Source: an optimization exercise on an open RTL-to-GDS flow (aim: small area and a short achievable clock period). Production flows keep margins and buffers that such runs may drop. No functional check of the RTL was part of this run. Power is estimated from default activity; no workload was simulated.

<file path="run.sh">
#!/bin/bash
# synth_recipe.tcl (not shown) runs the flow's synth.tcl, then flattens the netlist and writes it again
# the make line also repeats each setting of config.mk as NAME=value (left out here)
make -C /OpenROAD-flow-scripts/flow DESIGN_CONFIG=/design/flow/config.mk WORK_HOME=/design/flow/orfs CLKGATE_MAP_FILE= SYNTH_SCRIPT=/design/flow/synth_recipe.tcl finish
</file>
<file path="config.mk">
export PLATFORM = sky130hd
export DESIGN_NAME = fetch_unit
export DESIGN_NICKNAME = fetch_unit
export VERILOG_FILES = /design/flow/design.v
export SDC_FILE = /design/flow/constraint.sdc
export NUM_CORES = 4
export LEC_CHECK = 0
export CAP_MARGIN = 20
export CORE_MARGIN = 2
export CORE_UTILIZATION = 40
export SETUP_SLACK_MARGIN = 1.6
export SLEW_MARGIN = 20
export SYNTH_HIERARCHICAL = 1
export SYNTH_MINIMUM_KEEP_SIZE = 0
</file>
<file path="constraint.sdc">
create_clock -name core_clock -period 4.1 [get_ports {clk}]
set_input_delay 0.8200 -clock core_clock [delete_from_list [all_inputs] [get_ports {clk}]]
set_output_delay 0.8200 -clock core_clock [all_outputs]
set_load 0.01 [all_outputs]
</file>
<file path="design.v">
package cpu_pkg;
  localparam int unsigned OPCODE_W = 4;
  localparam int unsigned IMM_W    = 4;
  localparam int unsigned INSTR_W  = OPCODE_W + IMM_W;
  localparam logic [OPCODE_W-1:0] HALT_OPCODE_DEFAULT = 4'hF;
  typedef enum logic [1:0] {
    ST_IDLE,
    ST_RUN,
    ST_DRAIN,
    ST_HALT
  } fetch_state_t;
endpackage
import cpu_pkg::*;
module instr_mem (
  input  logic                        clk,
  input  logic [255:0]                wsel,
  input  logic [255:0]                wsel_n,
  input  logic [cpu_pkg::INSTR_W-1:0] wcol,
  input  logic [15:0]                 rhi,
  input  logic [15:0]                 rlo,
  output logic [cpu_pkg::INSTR_W-1:0] rdata
);
  localparam int unsigned W = cpu_pkg::INSTR_W;
  logic [256*W-1:0] cells_q;
  logic [256*W-1:0] cells_d;
  for (genvar r = 0; r < 256; r++) begin : g_row
    for (genvar b = 0; b < W; b++) begin : g_bit
      fu_o22ai u_wr (
        .a1 (cells_q[r*W+b]), .a2 (wsel[r]),
        .b1 (wsel_n[r]),      .b2 (wcol[b]),
        .y  (cells_d[r*W+b])
      );
    end
  end
  always_ff @(posedge clk) begin
    cells_q <= cells_d;
  end
  for (genvar b = 0; b < W; b++) begin : g_rd
    logic [127:0] l1_n;    
    logic [31:0]  l2;      
    logic [15:0]  l3_n;    
    logic [3:0]   l4;      
    logic [1:0]   l5_n;
    for (genvar g = 0; g < 16; g++) begin : g_grp
      for (genvar k = 0; k < 8; k++) begin : g_pair
        fu_a22oi u_l1 (
          .a1 (rlo[2*k]),   .a2 (cells_q[(g*16+2*k)*W+b]),
          .b1 (rlo[2*k+1]), .b2 (cells_q[(g*16+2*k+1)*W+b]),
          .y  (l1_n[g*8+k])
        );
      end
      for (genvar h = 0; h < 2; h++) begin : g_half
        fu_nand4 u_l2 (
          .a (l1_n[g*8+h*4]),   .b (l1_n[g*8+h*4+1]),
          .c (l1_n[g*8+h*4+2]), .d (l1_n[g*8+h*4+3]),
          .y (l2[g*2+h])
        );
      end
      fu_a22oi u_l3 (
        .a1 (rhi[g]), .a2 (l2[g*2]),
        .b1 (rhi[g]), .b2 (l2[g*2+1]),
        .y  (l3_n[g])
      );
    end
    for (genvar q = 0; q < 4; q++) begin : g_quad
      fu_nand4 u_l4 (
        .a (l3_n[q*4]),   .b (l3_n[q*4+1]),
        .c (l3_n[q*4+2]), .d (l3_n[q*4+3]),
        .y (l4[q])
      );
    end
    fu_nor2 u_l5a (.a (l4[0]), .b (l4[1]), .y (l5_n[0]));
    fu_nor2 u_l5b (.a (l4[2]), .b (l4[3]), .y (l5_n[1]));
    fu_nand2 u_l6 (.a (l5_n[0]), .b (l5_n[1]), .y (rdata[b]));
  end
endmodule
module fu_o22ai (input logic a1, a2, b1, b2, output logic y);
  assign y = ~((a1 | a2) & (b1 | b2));
endmodule
module fu_a22oi (input logic a1, a2, b1, b2, output logic y);
  assign y = ~((a1 & a2) | (b1 & b2));
endmodule
module fu_nand4 (input logic a, b, c, d, output logic y);
  assign y = ~(a & b & c & d);
endmodule
module fu_nand2 (input logic a, b, output logic y);
  assign y = ~(a & b);
endmodule
module fu_nor2 (input logic a, b, output logic y);
  assign y = ~(a | b);
endmodule
module fu_mux2 (input logic a0, a1, s, output logic y);
  assign y = s ? a1 : a0;
endmodule
import cpu_pkg::*;
module fetch_unit #(
  parameter int unsigned                   MEM_DEPTH   = 256,
  parameter logic [cpu_pkg::OPCODE_W-1:0]  HALT_OPCODE = cpu_pkg::HALT_OPCODE_DEFAULT
) (
  input  logic         clk,
  input  logic         rst_n,
  input  logic         start,
  input  logic         prog_we,
  input  logic [7:0]   prog_addr,
  input  logic [7:0]   prog_data,
  output logic [7:0]   instr_out,
  output logic         instr_valid,
  input  logic         instr_ready,
  input  logic         jump_en,
  input  logic [7:0]   jump_target,
  output logic [7:0]   pc_out,
  output logic         halted
);
  logic               run_q, drain_q, halt_q;
  logic               run_d, drain_d, halt_d;
  logic [7:0]         pc_q, pc_d;
  logic [15:0]        pc_hi_q, pc_hi_d;
  logic [15:0]        pc_lo_q, pc_lo_d;
  logic [INSTR_W-1:0] instr_q, instr_d;
  logic               valid_q, valid_d;
  logic               phase_q;
  logic [INSTR_W-1:0] mem_raw;
  logic               loadable, we, restart;
  logic               fetch, jump;
  logic [15:0]        whi, wlo;
  logic [255:0]       wsel, wsel_n;
  assign loadable = !run_q && !drain_q;
  assign we       = prog_we && loadable;
  assign restart  = start && loadable;
  always_comb begin
    for (int i = 0; i < 16; i++) begin
      whi[i] = we && (prog_addr[7:4] == i[3:0]);
      wlo[i] = (prog_addr[3:0] == i[3:0]);
    end
    for (int r = 0; r < 256; r++) begin
      wsel[r]   = whi[r/16] && wlo[r%16];
      wsel_n[r] = !(whi[r/16] && wlo[r%16]);
    end
  end
  always_ff @(posedge clk) begin
    phase_q <= !phase_q;
  end
  instr_mem u_mem (
    .clk    (clk),
    .wsel   (wsel),
    .wsel_n (wsel_n),
    .wcol   (prog_data ^ {INSTR_W{phase_q}}),
    .rhi    (pc_hi_q),
    .rlo    (pc_lo_q),
    .rdata  (mem_raw)
  );
  always_ff @(posedge clk or negedge rst_n) begin
    if (!rst_n) begin
      run_q   <= 1'b0;
      drain_q <= 1'b0;
      halt_q  <= 1'b0;
      pc_q    <= '0;
      pc_hi_q <= 16'h0001;
      pc_lo_q <= 16'h0001;
      instr_q <= '0;
      valid_q <= 1'b0;
    end else begin
      run_q   <= run_d;
      drain_q <= drain_d;
      halt_q  <= halt_d;
      pc_q    <= pc_d;
      pc_hi_q <= pc_hi_d;
      pc_lo_q <= pc_lo_d;
      instr_q <= instr_d;
      valid_q <= valid_d;
    end
  end
  assign jump  = jump_en && (run_q || drain_q);
  assign fetch = run_q && !jump_en && (!valid_q || instr_ready);
  fu_fetch_tail u_tail (
    .op      (mem_raw[INSTR_W-1 -: OPCODE_W]),
    .fetch_p (fetch && !phase_q),
    .fetch_n (fetch && phase_q),
    .run     (run_q),
    .run_oth (restart || (drain_q && jump_en)),
    .drn_oth (drain_q && !jump_en && !(valid_q && instr_ready)),
    .run_d   (run_d),
    .drain_d (drain_d)
  );
  assign halt_d = (halt_q && !start) || (drain_q && !jump_en && valid_q && instr_ready);
  always_comb begin
    valid_d = valid_q;
    if (restart || jump) valid_d = 1'b0;
    else if (fetch) valid_d = 1'b1;
    else if (drain_q && instr_ready) valid_d = 1'b0;
  end
  always_comb begin
    pc_d    = pc_q;
    pc_hi_d = pc_hi_q;
    pc_lo_d = pc_lo_q;
    if (restart) begin
      pc_d    = '0;
      pc_hi_d = 16'h0001;
      pc_lo_d = 16'h0001;
    end else if (jump) begin
      pc_d = jump_target;
      for (int i = 0; i < 16; i++) begin
        pc_hi_d[i] = (jump_target[7:4] == i[3:0]);
        pc_lo_d[i] = (jump_target[3:0] == i[3:0]);
      end
    end else if (fetch) begin
      pc_d    = pc_q + 8'd1;
      pc_lo_d = {pc_lo_q[14:0], pc_lo_q[15]};
      if (pc_lo_q[15]) pc_hi_d = {pc_hi_q[14:0], pc_hi_q[15]};
    end
  end
  for (genvar b = 0; b < INSTR_W; b++) begin : g_instr
    fu_mux2 u_mux (
      .a0 (fetch ? phase_q  : instr_q[b]),
      .a1 (fetch ? !phase_q : instr_q[b]),
      .s  (mem_raw[b]),
      .y  (instr_d[b])
    );
  end
  assign instr_out   = instr_q;
  assign instr_valid = valid_q;
  assign pc_out      = pc_q;
  assign halted      = halt_q;
endmodule
module fu_fetch_tail (
  input  logic [3:0] op,
  input  logic       fetch_p,
  input  logic       fetch_n,
  input  logic       run,
  input  logic       run_oth,
  input  logic       drn_oth,
  output logic       run_d,
  output logic       drain_d
);
  logic to_drain;
  assign to_drain = (fetch_p && (&op)) || (fetch_n && !(|op));
  assign drain_d  = to_drain || drn_oth;
  assign run_d    = (run && !to_drain) || run_oth;
endmodule
</file>
==> reports/metrics.cfg <==
[timing]
finClkSkew_ns = 0.0420
tightestPinTransition_ns = 1.13
fin_setup_tns_ns = 0
finalCritPeriodShare_pct = 78.4
rsz0062_at_grt = yes
setup_violations = 0
max_freq_mhz = 311
finalMaxSlewViolations = 0
relSlewSlack_pct = 24.8
period_needed_ns = 3.21
hold_ws_ns = 0.461
hold_viol = 0

[setup_path]
reg2reg_from = pc_lo_q[2]
cp-startpoint = pc_lo_q[2]
worstSetupStartpointType = flop
worst_ep_required_time_ns = 4.87
crit_type = flop to flop
end_kind = flop
crit_fanout = 5
worstPathArrival_ns = 3.98

[routing]
first_iter_violations = 8067
via_count = 65800
wl_per_cell_um = 30.7
drt_wl_total_mm = 298
firstDrtPassIters = 6
vias_per_cell = 6.78
ant_nets = 0
drcViolationCount = 0

[pwr]
vdd_drop_max_mv = 0.472
p_total_mw = 44.8
p_sw_share_pct = 26.0
power_frac_clock_pct = 44.2
p_per_area_nw_per_um2 = 493
p_switching_mw = 11.6
pwr-share-seq_pct = 48.1
p_int_mw = 33.2
combPwrFrac_pct = 7.7
leakagePower_nw = 29.7

[cells_and_area]
layout_commonest_cell = o22ai_1
areaGrowthSynthToFinish_pct = 19.8
nFillCells = 16800
drive_gt1_share_pct = 29.5
nets = 7054
final_cell_mix = o22ai_1 (2049), dfxtp_1 (2048), a22oi_2 (1152), nand2_1 (319), nand4_1 (290)

[global_routing]
grt_use_total_pct = 29.5
use_met2_pct = 42.8
grt_use_met1_pct = 40.4
antenna_found_initial = 16
busiest_layer = met2
grt_pass1_wl_mm = 427
grt_pass1_vias = 61600
overflow = 0
use_met3_pct = 6.27
grt_max_degree = 105

[floorplan]
start_util_pct = 40.3
die_x_um = 439
io_pins = 48
core_um2 = 188000
row_count = 159
die-height_um = 439
dieArea_um2 = 193000

[logic_synthesis]
syn_avg_cell_area_um2 = 11.6
synth_warnings = 8
synth_flop_cell = dfxtp_1
synth_area_um2 = 75800
synth_seq_cells = 2101
synth-async-reset-ratio_pct = 2.48
ys_seq_area_share_pct = 55.8
syn_nets = 6581
synthCells = 6550
synth_edf_count = 0
netlist-cell-type-count = 55

[cts]
clockRootBuffer = clkbuf_16
cts_sinks = 2101
worstSkewPairLatency_ns = 0.88
cts_buffer_depth = 3
tritoncts = yes
cts_buffers = 209
cts_max_level = 4
clkTransAtPathRegs_ns = 0.06

[worst_hold_path]
worst_hold_startpoint = u_mem.cells_q[281]
hp-class = flop to flop

[flow_run]
drv_cap = 0

[placement]
dp.final_hpwl_mm = 185
gp_congestion = 0.939
io_buffers = 47

[status]
outcome = finished clean

## per-layer routing
| layer | routed length, um | up-vias |
|---|---|---|
| met3 | 29800 | 654 |
| met1 | 123000 | 33100 |
| met4 | 17000 | 2 |
| li1 | - | 28300 |
| met2 | 128000 | 3742 |
| met5 | 61 | - |
## Yosys cell counts (3+ instances only)
| library cell | count | area, um2 |
|---|---|---|
| a21o_1 | 5 | 37.5 |
| a21oi_1 | 20 | 100 |
| a221oi_1 | 10 | 87.6 |
| a22o_1 | 6 | 52.6 |
| a22oi_2 | 1152 | 14400 |
| a2bb2oi_1 | 3 | 26.3 |
| a32oi_1 | 3 | 26.3 |
| and3_1 | 4 | 25.0 |
| buf_2 | 34 | 170 |
| buf_6 | 5 | 56.3 |
| clkbuf_1 | 49 | 184 |
| dfrtp_1 | 50 | 1250 |
| dfxtp_1 | 2049 | 41000 |
| inv_1 | 5 | 18.8 |
| mux2_4 | 8 | 120 |
| nand2_1 | 338 | 1270 |
| nand2b_1 | 14 | 87.6 |
| nand3_1 | 16 | 80.1 |
| nand4_1 | 290 | 1810 |
| nor2_1 | 314 | 1180 |
| nor2_2 | 10 | 62.6 |
| nor2b_1 | 10 | 62.6 |
| nor3_1 | 17 | 85.1 |
| nor3_2 | 5 | 50.1 |
| nor4_1 | 7 | 43.8 |
| o21ai_0 | 13 | 65.1 |
| o22ai_1 | 2049 | 12800 |
| o31ai_1 | 21 | 158 |
| xor2_1 | 10 | 87.6 |
## worst max-delay path, stage by stage (launching register included)
cell	delay (ns)
dfrtp_4	0.54
buf_12	0.18
buf_16	0.16
buf_8	0.13
a22oi_2	0.13
nand4_1	0.22
a22oi_2	0.35
nand4_1	0.45
nor2_1	0.25
nand2_2	0.13
nor4_4	0.25
a2bb2oi_2	0.11
a21o_1	0.18
## Yosys stat by module (local to each module, per instance)
module | cells | times used | flip-flops and latches | area [um2]
fu_nor2 | 1 | 16 | 0 | 3.75
fu_mux2 | 1 | 8 | 0 | 15.0
fu_a22oi | 1 | 1152 | 0 | 12.5
fu_nand2 | 1 | 8 | 0 | 3.75
instr_mem | 2048 | 1 | 2048 | 41000
fetch_unit | 976 | 1 | 53 | 5550
fu_o22ai | 1 | 2048 | 0 | 6.26
fu_fetch_tail | 6 | 1 | 0 | 38.8
fu_nand4 | 1 | 288 | 0 | 6.26
## final cells by class
type	count	area, um2	area share [%]
diodes	13	32.5	0.0358
clock buffers	297	6090	6.71
clock inverters	86	1030	1.13
inverters	5	18.8	0.0207
multi-input cells	4353	34000	37.5
flip-flops and latches	2101	42400	46.7
well taps	2495	3120	3.44
repair buffers	353	4140	4.56
## registers in the layout (all words and copies together) (netlist names)
register       count
drain_q            1
halt_q             1
instr_q            8
pc_hi_q           16
pc_lo_q           16
pc_q               8
phase_q            1
run_q              1
u_mem.cells_q   2048
valid_q            1
## power by group through the flow
stage | sequential (mW) | combinational (mW) | clock [mW]
3_5_place_dp | 22.1 | 2.79 | 0
6_report | 21.6 | 3.44 | 19.8
4_1_cts | 21.6 | 3.33 | 19.9
5_1_grt | 21.6 | 3.51 | 20.8
3_3_place_gp | 22.1 | 2.76 | 0
2_1_floorplan | 22.4 | 0.956 | 0
## per-stage QoR
stage                     instance area, um2  util, %  instances  worst slack (ns)
after CTS                              90300     48.0       9683              1.08
after global routing                   90900     48.3       9701             0.968
after detailed placement               81800     43.5       9225             0.374
after global placement                 81800     43.5       9225             0.410
after floorplan                        76000        -       6550            -0.194
final                                  90900     48.3       9703             0.885
## path summary, 6_finish.rpt
path	endpoint	slack (ns)	depth (start not counted)
setup / recovery	run_q	0.89	12
hold reg to reg	u_mem.cells_q[281]	0.46	1
hold / removal	u_mem.cells_q[281]	0.46	1
setup reg to reg	run_q	0.89	12
max in group asynchronous	pc_hi_q[0]	2.68	3
min in group asynchronous	halt_q	0.55	2
## cell families after synthesis
| logic type | after synthesis | synth area share, % |
|---|---|---|
| AOI/OAI and AO/OA | 3295 | 36.8 |
| DFF | 2101 | 55.8 |
| and+or+nand+nor | 1038 | 6.46 |
| buffers and inverters | 96 | 0.592 |
| xor gates and xnor gates | 10 | 0.115 |
| muxes | 9 | 0.173 |
| adders and majority gates | 1 | 0.0165 |
## what timing repair did
item,in CTS,in global routing
gates cloned,8,0
setup buffers,66,7
pin swaps,50,40
hold buffers,1,0
setup endpoints to repair,903,1193
resized for setup,142,173
endpoints found under the hold margin,1,0

==> re-timing with driven ports <==
How much do the figures lean on ideal ports? The routed layout below was timed once more, with nothing changed but the port constraints. Step 1, drivers: a clkbuf_16 drives clk and a buf_2 each remaining input, both assumed. Step 2 also shifts input and output timing later by t, the mid clock arrival at the registers, as if the neighbouring blocks saw the same clock. Three values: ideal, step 1, step 2; two values: the first two.
t, ns: 0.944
setup slack, ns: 0.885 / 0.885 / 0.593
clock arrival spread, ns: 0.050 / 0.049
After both steps this run still meets setup and hold. For this run, drivers alone change the setup slack by 0.000 ns; drivers and shift together by -0.292 ns.
